Background: an optimization exercise with open tools, aiming at a short achievable clock period and few clock cycles. Do not read the settings as production practice.
Function was checked by simulation only, so behaviour that the tests miss may differ from the original.
Power figures rest on the tool's default switching activity, not on a simulated workload.

==> inputs of run P <==
==> flow/design.v (excerpt) <==
module riscv_core (
    input logic clk,
    input logic rst,
    output logic [31:0] inst_addr,
    input logic [31:0] inst_data,
    output logic [31:0] mem_addr,
    output logic [31:0] wdata,
    output logic read_en,
    output logic write_en,
    input logic [31:0] rdata,
    input logic mem_ready
);
Settings: LEC_CHECK=0, CAP_MARGIN=20, CORE_MARGIN=2, CORE_UTILIZATION=40, SLEW_MARGIN=20, SYNTH_HIERARCHICAL=1, SYNTH_MINIMUM_KEEP_SIZE=0; clock period 10.0 ns.
standard.sh (not shown) runs the stock make flow with config.mk's settings and CLKGATE_MAP_FILE= SYNTH_SCRIPT=/design/flow/synth_recipe.tcl, a recipe that flattens the netlist after the stock synthesis.
==> flow/flow/run.sh <==
#!/bin/bash
set -euo pipefail
bash standard.sh SETUP_SLACK_MARGIN=6.5 finish > orfs_make.log 2>&1
==> inputs of run B, as changes to run P <==
--- a/flow/design.v
+++ b/flow/design.v
@@ -103,12 +103,11 @@
     parameter int W = 32
 ) (
     input logic [W-1:0] a,
     input logic [W-1:0] b,
     input logic cin,
-    output logic [W-1:0] s,
-    output logic co
+    output logic [W-1:0] s
 );
     localparam int N = W + 1;
     localparam int L = (N > 32) ? 6 : (N > 8) ? 4 : 2;
     logic [(L+1)*N-1:0] g;
     logic [(L+1)*N-1:0] t;
@@ -140,11 +139,10 @@
         end
     end
     for (genvar i = 0; i < W; i++) begin : sum
         sum_bit u_sum (.a(a[i]), .b(b[i]), .c(g[L*N+i]), .s(s[i]));
     end
-    assign co = g[L*N+W];
 endmodule
 module cmp_leaf_l (
     input logic a,
     input logic b,
     output logic l
@@ -220,30 +218,21 @@
 module if_pred_m (
     input logic [11:0] pc,
     input logic [31:0] inst,
     input logic bht_t,
     output logic pt,
-    output logic [11:0] tgt,
-    output logic c12
+    output logic [11:0] tgt
 );
-    logic isjal, isbr, cj, cb;
+    logic isjal, isbr;
     logic [11:0] tj, tb;
     assign isjal = inst[6:0] == 7'b1101111;
     assign isbr = inst[6:0] == 7'b1100011 &&
                   (inst[14:12] == 3'b000 || inst[14:12] == 3'b001 || inst[14:12] == 3'b100);
     assign pt = isjal || (isbr && (inst[31] || bht_t));
-    ks_add #(.W(12)) u_tj (.a(pc), .b({inst[20], inst[30:21], 1'b0}), .cin(1'b0), .s(tj), .co(cj));
-    ks_add #(.W(12)) u_tb (.a(pc), .b({inst[7], inst[30:25], inst[11:8], 1'b0}), .cin(1'b0), .s(tb), .co(cb));
+    ks_add #(.W(12)) u_tj (.a(pc), .b({inst[20], inst[30:21], 1'b0}), .cin(1'b0), .s(tj));
+    ks_add #(.W(12)) u_tb (.a(pc), .b({inst[7], inst[30:25], inst[11:8], 1'b0}), .cin(1'b0), .s(tb));
     assign tgt = isjal ? tj : tb;
-    assign c12 = isjal ? cj : cb;
-endmodule
-module bht_read_m (
-    input logic [15:0] t,
-    input logic [3:0] idx,
-    output logic v
-);
-    assign v = t[idx];
 endmodule
 module shift_m (
     input logic [31:0] a,
     input logic [4:0] n,
     output logic [31:0] shl,
@@ -256,11 +245,10 @@
     input logic [31:0] e_a,
     input logic [31:0] e_b,
     input logic [31:0] e_sd,
     input logic [31:0] m_res,
     input logic [31:0] rdata,
-    input logic [4:0] e_sh,
     input logic e_a_m,
     input logic e_b_m,
     input logic e_s_m,
     input logic e_s_r,
     input logic e_sub,
@@ -295,16 +283,16 @@
     logic [31:0] sum_nn, sum_mn, sum_nm, diff_nn, diff_mn, diff_nm;
     logic eq_nn, eq_mn, eq_nm, lt_nn, lt_mn, lt_nm;
     assign ea = e_a_m ? m_res : e_a;
     assign eb = e_b_m ? m_res : e_b;
     assign esd = e_s_m ? m_res : (e_s_r ? rdata : e_sd);
-    ks_add #(.W(32)) u_sum_nn (.a(e_a), .b(e_b), .cin(1'b0), .s(sum_nn), .co());
-    ks_add #(.W(32)) u_sum_mn (.a(m_res), .b(e_b), .cin(1'b0), .s(sum_mn), .co());
-    ks_add #(.W(32)) u_sum_nm (.a(e_a), .b(m_res), .cin(1'b0), .s(sum_nm), .co());
-    ks_add #(.W(32)) u_diff_nn (.a(e_a), .b(~e_b), .cin(1'b1), .s(diff_nn), .co());
-    ks_add #(.W(32)) u_diff_mn (.a(m_res), .b(~e_b), .cin(1'b1), .s(diff_mn), .co());
-    ks_add #(.W(32)) u_diff_nm (.a(e_a), .b(~m_res), .cin(1'b1), .s(diff_nm), .co());
+    ks_add #(.W(32)) u_sum_nn (.a(e_a), .b(e_b), .cin(1'b0), .s(sum_nn));
+    ks_add #(.W(32)) u_sum_mn (.a(m_res), .b(e_b), .cin(1'b0), .s(sum_mn));
+    ks_add #(.W(32)) u_sum_nm (.a(e_a), .b(m_res), .cin(1'b0), .s(sum_nm));
+    ks_add #(.W(32)) u_diff_nn (.a(e_a), .b(~e_b), .cin(1'b1), .s(diff_nn));
+    ks_add #(.W(32)) u_diff_mn (.a(m_res), .b(~e_b), .cin(1'b1), .s(diff_mn));
+    ks_add #(.W(32)) u_diff_nm (.a(e_a), .b(~m_res), .cin(1'b1), .s(diff_nm));
     ks_cmp u_cmp_nn (.a(e_a), .b(e_b), .lt(lt_nn), .eq(eq_nn));
     ks_cmp u_cmp_mn (.a(m_res), .b(e_b), .lt(lt_mn), .eq(eq_mn));
     ks_cmp u_cmp_nm (.a(e_a), .b(m_res), .lt(lt_nm), .eq(eq_nm));
     always_comb begin
         case ({e_a_m, e_b_m})
@@ -313,13 +301,11 @@
             2'b01: begin sum = sum_nm; diff = diff_nm; eq = eq_nm; lt = lt_nm; end
             default: begin sum = {m_res[30:0], 1'b0}; diff = 32'd0; eq = 1'b1; lt = 1'b0; end
         endcase
     end
     logic [31:0] shl, shr;
-    logic [4:0] sh;
-    assign sh = e_b_m ? m_res[4:0] : e_sh;
-    shift_m u_shift (.a(ea), .n(sh), .shl(shl), .shr(shr));
+    shift_m u_shift (.a(ea), .n(eb[4:0]), .shl(shl), .shr(shr));
     assign plain_add = !(e_sub || e_sll || e_slt || e_xor || e_srl || e_or || e_and);
     logic v_nn, v_mn, v_nm, v_mm;
     logic [12:0] rsel;
     assign v_nn = !e_a_m && !e_b_m;
     assign v_mn = e_a_m && !e_b_m;
@@ -380,22 +366,18 @@
     output logic write_en,
     input logic [31:0] rdata,
     input logic mem_ready
 );
     logic [31:0] pc_f;
-    logic [31:0] pc_o;
     logic        d_valid;
     logic [31:0] d_inst;
     logic [31:0] d_pc;
     logic [31:0] d_pc4;
     logic [31:0] d_pnpc;
-    logic        d_pt;
-    logic        d_c12;
     logic        e_valid;
     logic [31:0] e_a;
     logic [31:0] e_b;
-    logic [4:0]  e_sh;
     logic [31:0] e_sd;
     logic [31:0] e_pc4;
     logic [31:0] e_tgt;
     logic        e_pt;
     logic [3:0]  e_idx;
@@ -425,12 +407,10 @@
     logic [31:0] p_data;
     logic [31:0] p_data_c;
     logic [4:0]  m_rd;
     logic        m_we;
     logic        p_rd;
-    logic        p_rd_o;
-    logic        p_wr_o;
     logic        p_wr;
     logic        m_ld;
     logic        pl_valid;
     logic        pl_dead;
     logic [4:0]  pl_rd;
@@ -444,15 +424,15 @@
     logic        w_we;
     logic [4:0]  w_rd;
     logic [31:0] w_val;
     logic [31:0] rf [1:31];
     logic [15:0] bht;
-    assign inst_addr = pc_o;
+    assign inst_addr = pc_f;
     assign mem_addr = p_addr;
     assign wdata = p_data;
-    assign read_en = p_rd_o;
-    assign write_en = p_wr_o;
+    assign read_en = p_rd;
+    assign write_en = p_wr;
     logic port_stall;
     logic hold;
     logic ld_done;
     logic h_m;
     logic h_pend;
@@ -468,31 +448,22 @@
     logic [31:0] pc_f4;
     logic        f_pt;
     logic [31:0] f_pnpc;
     inc4_m u_pc4 (.a(pc_f), .y(pc_f4));
     logic [11:0] f_t12;
-    logic f_bht, f_c12;
-    bht_read_m u_bht (.t(bht), .idx(pc_f[5:2]), .v(f_bht));
-    if_pred_m u_if_pred (.pc(pc_f[11:0]), .inst(inst_data), .bht_t(f_bht),
-                         .pt(f_pt), .tgt(f_t12), .c12(f_c12));
+    if_pred_m u_if_pred (.pc(pc_f[11:0]), .inst(inst_data), .bht_t(bht[pc_f[5:2]]),
+                         .pt(f_pt), .tgt(f_t12));
     assign f_pnpc = f_pt ? {pc_f[31:12], f_t12} : pc_f4;
     always_ff @(posedge clk or negedge rst) begin
         if (!rst) begin
             pc_f <= 32'd0;
         end else if (!hold) begin
             pc_f <= pc_next;
         end
     end
     always_ff @(posedge clk or negedge rst) begin
         if (!rst) begin
-            pc_o <= 32'd0;
-        end else begin
-            pc_o <= hold ? pc_f : pc_next;
-        end
-    end
-    always_ff @(posedge clk or negedge rst) begin
-        if (!rst) begin
             d_valid <= 1'b0;
         end else if (!hold) begin
             if (ex_mp) d_valid <= 1'b0;
             else if (!id_stall) d_valid <= 1'b1;
         end
@@ -501,12 +472,10 @@
         if (!hold && !id_stall) begin
             d_inst <= inst_data;
             d_pc <= pc_f;
             d_pc4 <= pc_f4;
             d_pnpc <= f_pnpc;
-            d_pt <= f_pt;
-            d_c12 <= f_c12;
         end
     end
     logic [6:0] opcode;
     logic [2:0] f3;
     logic [4:0] rs1;
@@ -539,12 +508,12 @@
     assign imm_s = {{20{d_inst[31]}}, d_inst[31:25], d_inst[11:7]};
     assign imm_b = {{19{d_inst[31]}}, d_inst[31], d_inst[7], d_inst[30:25], d_inst[11:8], 1'b0};
     assign imm_j = {{11{d_inst[31]}}, d_inst[31], d_inst[19:12], d_inst[20], d_inst[30:21], 1'b0};
     assign imm_u = {d_inst[31:12], 12'd0};
     assign imm_x = is_lui ? imm_u : (is_st ? imm_s : imm_i);
-    ks_add #(.W(32)) u_tgt_b (.a(d_pc), .b(imm_b), .cin(1'b0), .s(tgt_b), .co());
-    ks_add #(.W(32)) u_tgt_j (.a(d_pc), .b(imm_j), .cin(1'b0), .s(tgt_j), .co());
+    ks_add #(.W(32)) u_tgt_b (.a(d_pc), .b(imm_b), .cin(1'b0), .s(tgt_b));
+    ks_add #(.W(32)) u_tgt_j (.a(d_pc), .b(imm_j), .cin(1'b0), .s(tgt_j));
     assign id_tgt = is_jal ? tgt_j : tgt_b;
     logic [1023:0] rf_flat;
     always_comb begin
         rf_flat[31:0] = 32'd0;
         for (int i = 1; i < 32; i++) rf_flat[i*32 +: 32] = rf[i];
@@ -600,13 +569,11 @@
     end
     always_ff @(posedge clk) begin
         if (!hold) begin
             e_pc4 <= d_pc4;
             e_tgt <= id_tgt;
-            e_pt <= d_pt ? ((!is_jal || (d_inst[31] ? (&d_inst[19:12]) : !(|d_inst[19:12]))) &&
-                            (d_c12 == d_inst[31]))
-                         : ((is_jal ? imm_j : imm_b) == 32'd4);
+            e_pt <= d_pnpc == id_tgt;
             e_idx <= d_pc[5:2];
             e_rd <= rd;
             e_fwd <= !d_inst[31];
             e_bne <= f3 == 3'b001;
             e_blt <= f3 == 3'b100;
@@ -622,17 +589,15 @@
     end
     always_ff @(posedge clk) begin
         if (hold) begin
             e_a <= ea;
             e_b <= eb;
-            e_sh <= e_b_m ? m_res[4:0] : e_sh;
             e_a_m <= 1'b0;
             e_b_m <= 1'b0;
         end else begin
             e_a <= a_d;
             e_b <= b_d;
-            e_sh <= b_d[4:0];
             e_a_m <= use_rs1 && e_we && !e_isld && e_rd == rs1;
             e_b_m <= use_rs2b && e_we && !e_isld && e_rd == rs2;
         end
     end
     always_ff @(posedge clk) begin
@@ -655,11 +620,11 @@
         .rdata(rdata), .e_a_m(e_a_m), .e_b_m(e_b_m), .e_s_m(e_s_m), .e_s_r(e_s_r),
         .e_sub(e_sub), .e_sll(e_sll), .e_slt(e_slt), .e_xor(e_xor), .e_srl(e_srl),
         .e_or(e_or), .e_and(e_and), .e_pt(e_pt), .e_tgt(e_tgt), .e_pc4(e_pc4),
         .e_bne(e_bne), .e_blt(e_blt), .e_isjal(e_isjal), .e_isbr(e_isbr),
         .e_valid(e_valid), .e_pn(e_pn), .pc_norm(pc_norm),
-        .e_sh(e_sh), .ea(ea), .eb(eb), .res(res), .sum(sum), .esd(esd), .cond(cond), .taken(taken), .ex_mp(ex_mp),
+        .ea(ea), .eb(eb), .res(res), .sum(sum), .esd(esd), .cond(cond), .taken(taken), .ex_mp(ex_mp),
         .pc_next(pc_next)
     );
     always_ff @(posedge clk or negedge rst) begin
         if (!rst) begin
             bht <= 16'd0;
@@ -727,19 +692,10 @@
             end
             if (sb_take) sb_valid <= 1'b1;
             else if (port_sb) sb_valid <= 1'b0;
         end
     end
-    always_ff @(posedge clk or negedge rst) begin
-        if (!rst) begin
-            p_rd_o <= 1'b0;
-            p_wr_o <= 1'b0;
-        end else begin
-            p_rd_o <= port_sb ? 1'b0 : (port_e ? e_isld : (!mem_ready && p_rd));
-            p_wr_o <= port_sb ? 1'b1 : (port_e ? e_isst : (!mem_ready && p_wr));
-        end
-    end
     always_ff @(posedge clk) begin
         if (sb_take) begin
             sb_addr <= sum;
             sb_data <= esd;
             sb_pend <= e_s_r && !ld_done;
==> run notes <==
- In design area, run B and run P hardly differ.
- In run P the synthesized cell count is larger than in run B, by about 0.75%.
- Between run B and run P, the lower clock skew is in run B (gap 0.012 ns).
- In die area, run B and run P hardly differ.
Testbench counts of run P, summed over its fixed seeds: cycles 60,874.
Testbench counts of run B, summed over its fixed seeds: cycles 60,874.


==> v19 <==
==> flow/design.v <==
package riscv_pkg;
    localparam int xlen = 32;
    localparam int reg_addr_w = 5;
    typedef logic [xlen-1:0] word_t;
    typedef logic [reg_addr_w-1:0] reg_addr_t;
    localparam logic [6:0] op_alu_r = 7'b0110011;
    localparam logic [6:0] op_alu_i = 7'b0010011;
    localparam logic [6:0] op_lui = 7'b0110111;
    localparam logic [6:0] op_load = 7'b0000011;
    localparam logic [6:0] op_store = 7'b0100011;
    localparam logic [6:0] op_branch = 7'b1100011;
    localparam logic [6:0] op_jal = 7'b1101111;
    localparam logic [1:0] br_eq = 2'd0;
    localparam logic [1:0] br_ne = 2'd1;
    localparam logic [1:0] br_lt = 2'd2;
    localparam word_t reset_pc = 32'h0000_0000;
    typedef enum logic [3:0] {
        alu_add,
        alu_sub,
        alu_and,
        alu_or,
        alu_xor,
        alu_slt,
        alu_sll,
        alu_srl,
        alu_pass_b
    } alu_op_t;
    typedef struct packed {
        logic valid;
        word_t pc;
        word_t inst;
    } if_id_t;
    typedef struct packed {
        logic valid;
        word_t pc;
        word_t rs1_val;
        word_t rs2_val;
        word_t imm;
        reg_addr_t rd;
        alu_op_t alu_op;
        logic use_imm;
        logic is_load;
        logic is_store;
        logic is_branch;
        logic is_jal;
        logic writes_rd;
        logic [1:0] branch_cond;
    } id_ex_t;
    typedef enum logic {
        mem_idle,
        mem_wait
    } mem_state_t;
endpackage
`timescale 1ns/1ps
module riscv_core (
    input logic clk,
    input logic rst,
    output logic [31:0] inst_addr,
    input logic [31:0] inst_data,
    output logic [31:0] mem_addr,
    output logic [31:0] wdata,
    output logic read_en,
    output logic write_en,
    input logic [31:0] rdata,
    input logic mem_ready
);
    logic [31:0] pc_f;
    logic        d_valid;
    logic [31:0] d_inst;
    logic [31:0] d_pc;
    logic [31:0] d_pc4;
    logic [31:0] d_pnpc;
    logic        d_hit;
    logic        e_valid;
    logic [31:0] e_a;
    logic [31:0] e_b;
    logic [31:0] e_sd;
    logic [31:0] e_pc4;
    logic [31:0] e_tgt;
    logic [4:0]  e_rd;
    logic        e_we;
    logic        e_isld;
    logic        e_isst;
    logic        e_isbr;
    logic        e_isjal;
    logic        e_bne;
    logic        e_blt;
    logic        e_pt;
    logic        e_pn;
    logic        e_a_m;
    logic        e_b_m;
    logic        e_s_m;
    logic        e_s_r;
    logic        e_sub;
    logic        e_sll;
    logic        e_slt;
    logic        e_xor;
    logic        e_srl;
    logic        e_or;
    logic        e_and;
    logic [31:0] m_res;
    logic [31:0] m_sd;
    logic [4:0]  m_rd;
    logic        m_we;
    logic        m_rd_en;
    logic        m_wr_en;
    logic        w_we;
    logic [4:0]  w_rd;
    logic [31:0] w_val;
    logic [31:0] rf [1:31];
    logic        btb_v [0:15];
    logic [5:0]  btb_tag [0:15];
    logic [31:0] btb_tgt [0:15];
    assign inst_addr = pc_f;
    assign mem_addr = m_res;
    assign wdata = m_sd;
    assign read_en = m_rd_en;
    assign write_en = m_wr_en;
    logic mem_stall;
    logic ex_mp;
    logic [31:0] ex_tgt;
    logic ld_stall;
    logic id_redir;
    logic [31:0] id_tgt;
    assign mem_stall = (m_rd_en || m_wr_en) && !mem_ready;
    logic [31:0] pc_f4;
    logic [3:0]  f_idx;
    logic        f_hit;
    logic [31:0] f_pnpc;
    assign pc_f4 = pc_f + 32'd4;
    assign f_idx = pc_f[5:2];
    assign f_hit = btb_v[f_idx] && (btb_tag[f_idx] == pc_f[11:6]);
    assign f_pnpc = f_hit ? btb_tgt[f_idx] : pc_f4;
    always_ff @(posedge clk or negedge rst) begin
        if (!rst) begin
            pc_f <= 32'd0;
        end else if (!mem_stall) begin
            if (ex_mp) pc_f <= ex_tgt;
            else if (ld_stall) pc_f <= pc_f;
            else if (id_redir) pc_f <= id_tgt;
            else pc_f <= f_pnpc;
        end
    end
    always_ff @(posedge clk or negedge rst) begin
        if (!rst) begin
            d_valid <= 1'b0;
        end else if (!mem_stall) begin
            if (ex_mp || id_redir) d_valid <= 1'b0;
            else if (!ld_stall) d_valid <= 1'b1;
        end
    end
    always_ff @(posedge clk) begin
        if (!mem_stall && !ld_stall) begin
            d_inst <= inst_data;
            d_pc <= pc_f;
            d_pc4 <= pc_f4;
            d_pnpc <= f_pnpc;
            d_hit <= f_hit;
        end
    end
    logic [6:0] opcode;
    logic [2:0] f3;
    logic [4:0] rs1;
    logic [4:0] rs2;
    logic [4:0] rd;
    logic is_alur, is_alui, is_lui, is_ld, is_st, is_brop, is_jal, br_ok;
    logic use_rs1, use_rs2b, writes;
    logic [31:0] imm_i, imm_s, imm_b, imm_j, imm_u, imm_bj, imm_x;
    logic st_taken;
    logic [31:0] rf1, rf2, r1, r2;
    logic [31:0] m_wval;
    logic [31:0] a_d, b_d;
    assign opcode = d_inst[6:0];
    assign f3 = d_inst[14:12];
    assign rs1 = d_inst[19:15];
    assign rs2 = d_inst[24:20];
    assign rd = d_inst[11:7];
    assign is_alur = opcode == 7'b0110011;
    assign is_alui = opcode == 7'b0010011;
    assign is_lui = opcode == 7'b0110111;
    assign is_ld = opcode == 7'b0000011;
    assign is_st = opcode == 7'b0100011;
    assign is_brop = opcode == 7'b1100011;
    assign is_jal = opcode == 7'b1101111;
    assign br_ok = is_brop && (f3 == 3'b000 || f3 == 3'b001 || f3 == 3'b100);
    assign use_rs1 = is_alur || is_alui || is_ld || is_st || br_ok;
    assign use_rs2b = is_alur || br_ok;
    assign writes = (is_alur || is_alui || is_lui || is_ld || is_jal) && (rd != 5'd0);
    assign imm_i = {{20{d_inst[31]}}, d_inst[31:20]};
    assign imm_s = {{20{d_inst[31]}}, d_inst[31:25], d_inst[11:7]};
    assign imm_b = {{19{d_inst[31]}}, d_inst[31], d_inst[7], d_inst[30:25], d_inst[11:8], 1'b0};
    assign imm_j = {{11{d_inst[31]}}, d_inst[31], d_inst[19:12], d_inst[20], d_inst[30:21], 1'b0};
    assign imm_u = {d_inst[31:12], 12'd0};
    assign imm_bj = is_jal ? imm_j : imm_b;
    assign imm_x = is_lui ? imm_u : (is_st ? imm_s : imm_i);
    assign id_tgt = d_pc + imm_bj;
    assign st_taken = is_jal || (br_ok && d_inst[31]);
    assign id_redir = d_valid && !d_hit && st_taken;
    assign rf1 = (rs1 == 5'd0) ? 32'd0 : rf[rs1];
    assign rf2 = (rs2 == 5'd0) ? 32'd0 : rf[rs2];
    assign m_wval = m_rd_en ? rdata : m_res;
    assign r1 = (m_we && m_rd == rs1) ? m_wval : ((w_we && w_rd == rs1) ? w_val : rf1);
    assign r2 = (m_we && m_rd == rs2) ? m_wval : ((w_we && w_rd == rs2) ? w_val : rf2);
    assign a_d = use_rs1 ? r1 : (is_jal ? d_pc4 : 32'd0);
    assign b_d = use_rs2b ? r2 : (is_jal ? 32'd0 : imm_x);
    assign ld_stall = d_valid && e_we && e_isld &&
                      ((use_rs1 && e_rd == rs1) || (use_rs2b && e_rd == rs2));
    always_ff @(posedge clk or negedge rst) begin
        if (!rst) begin
            e_valid <= 1'b0;
            e_we <= 1'b0;
            e_isld <= 1'b0;
            e_isst <= 1'b0;
            e_isbr <= 1'b0;
            e_isjal <= 1'b0;
        end else if (!mem_stall) begin
            if (ex_mp || ld_stall || !d_valid) begin
                e_valid <= 1'b0;
                e_we <= 1'b0;
                e_isld <= 1'b0;
                e_isst <= 1'b0;
                e_isbr <= 1'b0;
                e_isjal <= 1'b0;
            end else begin
                e_valid <= 1'b1;
                e_we <= writes;
                e_isld <= is_ld;
                e_isst <= is_st;
                e_isbr <= br_ok;
                e_isjal <= is_jal;
            end
        end
    end
    always_ff @(posedge clk) begin
        if (!mem_stall) begin
            e_a <= a_d;
            e_b <= b_d;
            e_sd <= r2;
            e_pc4 <= d_pc4;
            e_tgt <= id_tgt;
            e_rd <= rd;
            e_bne <= f3 == 3'b001;
            e_blt <= f3 == 3'b100;
            e_pt <= (!d_hit && st_taken) || (d_pnpc == id_tgt);
            e_pn <= (!d_hit && st_taken) ? (imm_bj == 32'd4) : (d_pnpc == d_pc4);
            e_a_m <= use_rs1 && e_we && !e_isld && e_rd == rs1;
            e_b_m <= use_rs2b && e_we && !e_isld && e_rd == rs2;
            e_s_m <= is_st && e_we && !e_isld && e_rd == rs2;
            e_s_r <= is_st && e_we && e_isld && e_rd == rs2;
            e_sub <= is_alur && f3 == 3'b000 && d_inst[30];
            e_sll <= (is_alur || is_alui) && f3 == 3'b001;
            e_slt <= (is_alur || is_alui) && f3 == 3'b010;
            e_xor <= (is_alur || is_alui) && f3 == 3'b100;
            e_srl <= (is_alur || is_alui) && f3 == 3'b101;
            e_or <= (is_alur || is_alui) && f3 == 3'b110;
            e_and <= (is_alur || is_alui) && f3 == 3'b111;
        end
    end
    always_ff @(posedge clk or negedge rst) begin
        if (!rst) begin
            for (int i = 0; i < 16; i++) btb_v[i] <= 1'b0;
        end else if (id_redir) begin
            btb_v[d_pc[5:2]] <= 1'b1;
        end
    end
    always_ff @(posedge clk) begin
        if (id_redir) begin
            btb_tag[d_pc[5:2]] <= d_pc[11:6];
            btb_tgt[d_pc[5:2]] <= id_tgt;
        end
    end
    logic [31:0] ea, eb, esd, sum, diff, res;
    logic lt, eq, cond, taken, plain_add;
    assign ea = e_a_m ? m_res : e_a;
    assign eb = e_b_m ? m_res : e_b;
    assign esd = e_s_m ? m_res : (e_s_r ? rdata : e_sd);
    assign sum = ea + eb;
    assign diff = ea - eb;
    assign lt = $signed(ea) < $signed(eb);
    assign eq = ea == eb;
    assign plain_add = !(e_sub || e_sll || e_slt || e_xor || e_srl || e_or || e_and);
    always_comb begin
        res = 32'd0;
        if (plain_add) res = res | sum;
        if (e_sub) res = res | diff;
        if (e_sll) res = res | (ea << eb[4:0]);
        if (e_slt) res = res | {31'd0, lt};
        if (e_xor) res = res | (ea ^ eb);
        if (e_srl) res = res | (ea >> eb[4:0]);
        if (e_or) res = res | (ea | eb);
        if (e_and) res = res | (ea & eb);
    end
    assign cond = e_bne ? !eq : (e_blt ? lt : eq);
    assign taken = e_isjal || (e_isbr && cond);
    assign ex_mp = e_valid && (taken ? !e_pt : !e_pn);
    assign ex_tgt = taken ? e_tgt : e_pc4;
    always_ff @(posedge clk or negedge rst) begin
        if (!rst) begin
            m_we <= 1'b0;
            m_rd_en <= 1'b0;
            m_wr_en <= 1'b0;
        end else if (!mem_stall) begin
            m_we <= e_we;
            m_rd_en <= e_isld;
            m_wr_en <= e_isst;
        end
    end
    always_ff @(posedge clk) begin
        if (!mem_stall) begin
            m_res <= res;
            m_sd <= esd;
            m_rd <= e_rd;
        end
    end
    always_ff @(posedge clk or negedge rst) begin
        if (!rst) begin
            w_we <= 1'b0;
        end else begin
            w_we <= m_we && !mem_stall;
        end
    end
    always_ff @(posedge clk) begin
        w_rd <= m_rd;
        w_val <= m_wval;
    end
    always_ff @(posedge clk or negedge rst) begin
        if (!rst) begin
            for (int i = 1; i < 32; i++) rf[i] <= 32'd0;
        end else if (w_we) begin
            rf[w_rd] <= w_val;
        end
    end
endmodule
==> flow/run.sh <==
#!/bin/bash
# synth_recipe.tcl (not shown) runs the flow's synth.tcl, then flattens the netlist and writes it again
# the make line also repeats each setting of config.mk as NAME=value (left out here)
make -C /OpenROAD-flow-scripts/flow DESIGN_CONFIG=/design/flow/config.mk WORK_HOME=/design/flow/orfs CLKGATE_MAP_FILE= SYNTH_SCRIPT=/design/flow/synth_recipe.tcl finish
==> flow/config.mk <==
export PLATFORM = sky130hd
export DESIGN_NAME = riscv_core
export DESIGN_NICKNAME = riscv_core
export VERILOG_FILES = /design/flow/design.v
export SDC_FILE = /design/flow/constraint.sdc
export NUM_CORES = 4
export LEC_CHECK = 0
export ABC_CLOCK_PERIOD_IN_PS = 3000
export CAP_MARGIN = 20
export CORE_MARGIN = 2
export CORE_UTILIZATION = 40
export SETUP_SLACK_MARGIN = 5
export SLEW_MARGIN = 20
==> flow/constraint.sdc <==
create_clock -name core_clock -period 10.0 [get_ports {clk}]
set_input_delay 2.0000 -clock core_clock [delete_from_list [all_inputs] [get_ports {clk}]]
set_output_delay 2.0000 -clock core_clock [all_outputs]
set_load 0.01 [all_outputs]
==> v14 (differences from v19) <==
--- a/flow/design.v
+++ b/flow/design.v
@@ -86,5 +86,6 @@
     logic        e_bne;
     logic        e_blt;
-    logic        e_pt;
+    logic        e_ptf;
+    logic [31:0] e_pnpc;
     logic        e_pn;
     logic        e_a_m;
@@ -111,5 +112,5 @@
     logic        btb_v [0:15];
     logic [5:0]  btb_tag [0:15];
-    logic [31:0] btb_tgt [0:15];
+    logic [9:0]  btb_tgt [0:15];
     assign inst_addr = pc_f;
     assign mem_addr = m_res;
@@ -131,13 +132,10 @@
     assign f_idx = pc_f[5:2];
     assign f_hit = btb_v[f_idx] && (btb_tag[f_idx] == pc_f[11:6]);
-    assign f_pnpc = f_hit ? btb_tgt[f_idx] : pc_f4;
+    assign f_pnpc = f_hit ? {20'd0, btb_tgt[f_idx], 2'b00} : pc_f4;
     always_ff @(posedge clk or negedge rst) begin
         if (!rst) begin
             pc_f <= 32'd0;
         end else if (!mem_stall) begin
-            if (ex_mp) pc_f <= ex_tgt;
-            else if (ld_stall) pc_f <= pc_f;
-            else if (id_redir) pc_f <= id_tgt;
-            else pc_f <= f_pnpc;
+            pc_f <= taken ? pc_t : pc_n;
         end
     end
@@ -242,5 +240,6 @@
             e_bne <= f3 == 3'b001;
             e_blt <= f3 == 3'b100;
-            e_pt <= (!d_hit && st_taken) || (d_pnpc == id_tgt);
+            e_ptf <= !d_hit && st_taken;
+            e_pnpc <= d_pnpc;
             e_pn <= (!d_hit && st_taken) ? (imm_bj == 32'd4) : (d_pnpc == d_pc4);
             e_a_m <= use_rs1 && e_we && !e_isld && e_rd == rs1;
@@ -267,5 +266,5 @@
         if (id_redir) begin
             btb_tag[d_pc[5:2]] <= d_pc[11:6];
-            btb_tgt[d_pc[5:2]] <= id_tgt;
+            btb_tgt[d_pc[5:2]] <= id_tgt[11:2];
         end
     end
@@ -277,7 +276,20 @@
     assign sum = ea + eb;
     assign diff = ea - eb;
-    assign lt = $signed(ea) < $signed(eb);
-    assign eq = ea == eb;
     assign plain_add = !(e_sub || e_sll || e_slt || e_xor || e_srl || e_or || e_and);
+    logic eq_nn, eq_mn, eq_nm, lt_nn, lt_mn, lt_nm;
+    assign eq_nn = e_a == e_b;
+    assign eq_mn = m_res == e_b;
+    assign eq_nm = e_a == m_res;
+    assign lt_nn = $signed(e_a) < $signed(e_b);
+    assign lt_mn = $signed(m_res) < $signed(e_b);
+    assign lt_nm = $signed(e_a) < $signed(m_res);
+    always_comb begin
+        case ({e_a_m, e_b_m})
+            2'b00: begin eq = eq_nn; lt = lt_nn; end
+            2'b10: begin eq = eq_mn; lt = lt_mn; end
+            2'b01: begin eq = eq_nm; lt = lt_nm; end
+            default: begin eq = 1'b1; lt = 1'b0; end
+        endcase
+    end
     always_comb begin
         res = 32'd0;
@@ -291,8 +303,17 @@
         if (e_and) res = res | (ea & eb);
     end
+    logic pt, pn, mp_t, mp_n;
+    assign pt = e_ptf || (e_pnpc == e_tgt);
+    assign pn = e_pn;
     assign cond = e_bne ? !eq : (e_blt ? lt : eq);
     assign taken = e_isjal || (e_isbr && cond);
-    assign ex_mp = e_valid && (taken ? !e_pt : !e_pn);
+    assign mp_t = e_valid && !pt;
+    assign mp_n = e_valid && !pn;
+    assign ex_mp = taken ? mp_t : mp_n;
     assign ex_tgt = taken ? e_tgt : e_pc4;
+    logic [31:0] pc_norm, pc_t, pc_n;
+    assign pc_norm = ld_stall ? pc_f : (id_redir ? id_tgt : f_pnpc);
+    assign pc_t = mp_t ? e_tgt : pc_norm;
+    assign pc_n = mp_n ? e_pc4 : pc_norm;
     always_ff @(posedge clk or negedge rst) begin
         if (!rst) begin
==> flow/flow/run.sh (new file) <==
#!/bin/bash
set -euo pipefail
bash standard.sh SETUP_SLACK_MARGIN=6.5 finish > orfs_make.log 2>&1
==> flow/standard.sh (new file) <==
#!/bin/bash
# synth_recipe.tcl (not shown) runs the flow's synth.tcl, then flattens the netlist and writes it again
# the make line also repeats each setting of config.mk as NAME=value (left out here)
make -C /OpenROAD-flow-scripts/flow DESIGN_CONFIG=/design/flow/config.mk WORK_HOME=/design/flow/orfs CLKGATE_MAP_FILE= SYNTH_SCRIPT=/design/flow/synth_recipe.tcl "${@:-finish}"
Settings changed: ABC_CLOCK_PERIOD_IN_PS 3000 to default, SETUP_SLACK_MARGIN 5 to default.
removed: flow/run.sh
==> run notes <==
In v14 the clock skew is lower than in v19, by 0.0060 ns. In v14 the synthesized cell count is smaller than in v19, by about 2%. In v14 the count of clock-buffer cells in the layout is lower than in v19, by 23. Against v19, the utilization of v14 is higher by 4.1 points. Against v19, the clock power of v14 is smaller by about 10%. Against v19, the wire length of v14 is smaller by about 3%. In v14 the first-iteration DRC count is higher than in v19, by 6.2%. Cell count: v19 is larger than v14 (0.68%).
==> figures <==
| item | v19 | v14 |
|---|---|---|
| WL met2 | 181 mm | 172 mm |
| Post-synth cell types | 95 | 97 |
| Clk_buf instances | 291 | 268 |
| Power in combinational cells | 5.71 mW | 5.37 mW |
| Outcome | finished clean | finished clean |
| Power density cells | 217 nW/µm² | 195 nW/µm² |
| Floorplan die width | 508 µm | 480 µm |
| Post-detail-place hpwl | 258 mm | 238 mm |
| Clk pwr share | 32.5% | 33.7% |
| Met2 Track Usage GR | 46.6% | 49.0% |
| Total number of sequential cells | 2,071 | 1,751 |
| Xor/xnor share of the synthesized area | 1.37% | 1.54% |
| Antenna violations before repair | 24 | 25 |
| Count of vias placed by the detailed router | 79.7k | 80.4k |
| Met3 layer usage reported by global route | 11.3% | 13.2% |
| Met1 usage in global routing | 43.0% | 44.9% |
| Total number of multi-input combinational cells | 5,133 | 5,237 |
Testbench counts of v19, summed over its fixed seeds: cycles 68,136.
Testbench counts of v14, summed over its fixed seeds: cycles 68,136.

-- separate check: timing with driven ports --
No port has a modelled driver above. Below, the same layouts with a new extraction and two added sets of constraints.
Step 1: set_driving_cell puts a clkbuf_16 on clk and a buf_2 on each other input, an assumption about the parent block.
Step 2 moves the port delays by t, midway between the first and last clock arrival at a register: inputs arrive t later, outputs are due t later. That takes back most of the time a late clock gives input paths.
a / b / c = no drivers / after step 1 / after step 2; a / b = the first two.
| run | t, ns | setup WS [ns] | pins driven straight from the clock port |
|---|---|---|---|
| run P | 0.992 | 6.270 / 6.270 / 5.364 | 1 |
| run B | 1.002 | 6.298 / 6.298 / 5.456 | 1 |
| v19 | 0.972 | 4.804 / 4.804 / 4.435 | 1 |
| v14 | 0.952 | 5.864 / 5.864 / 5.675 | 1 |
After both steps setup and hold are still met in every run listed. For run P, which loses most, drivers alone change the setup slack by 0.000 ns; drivers and shift together by -0.906 ns.
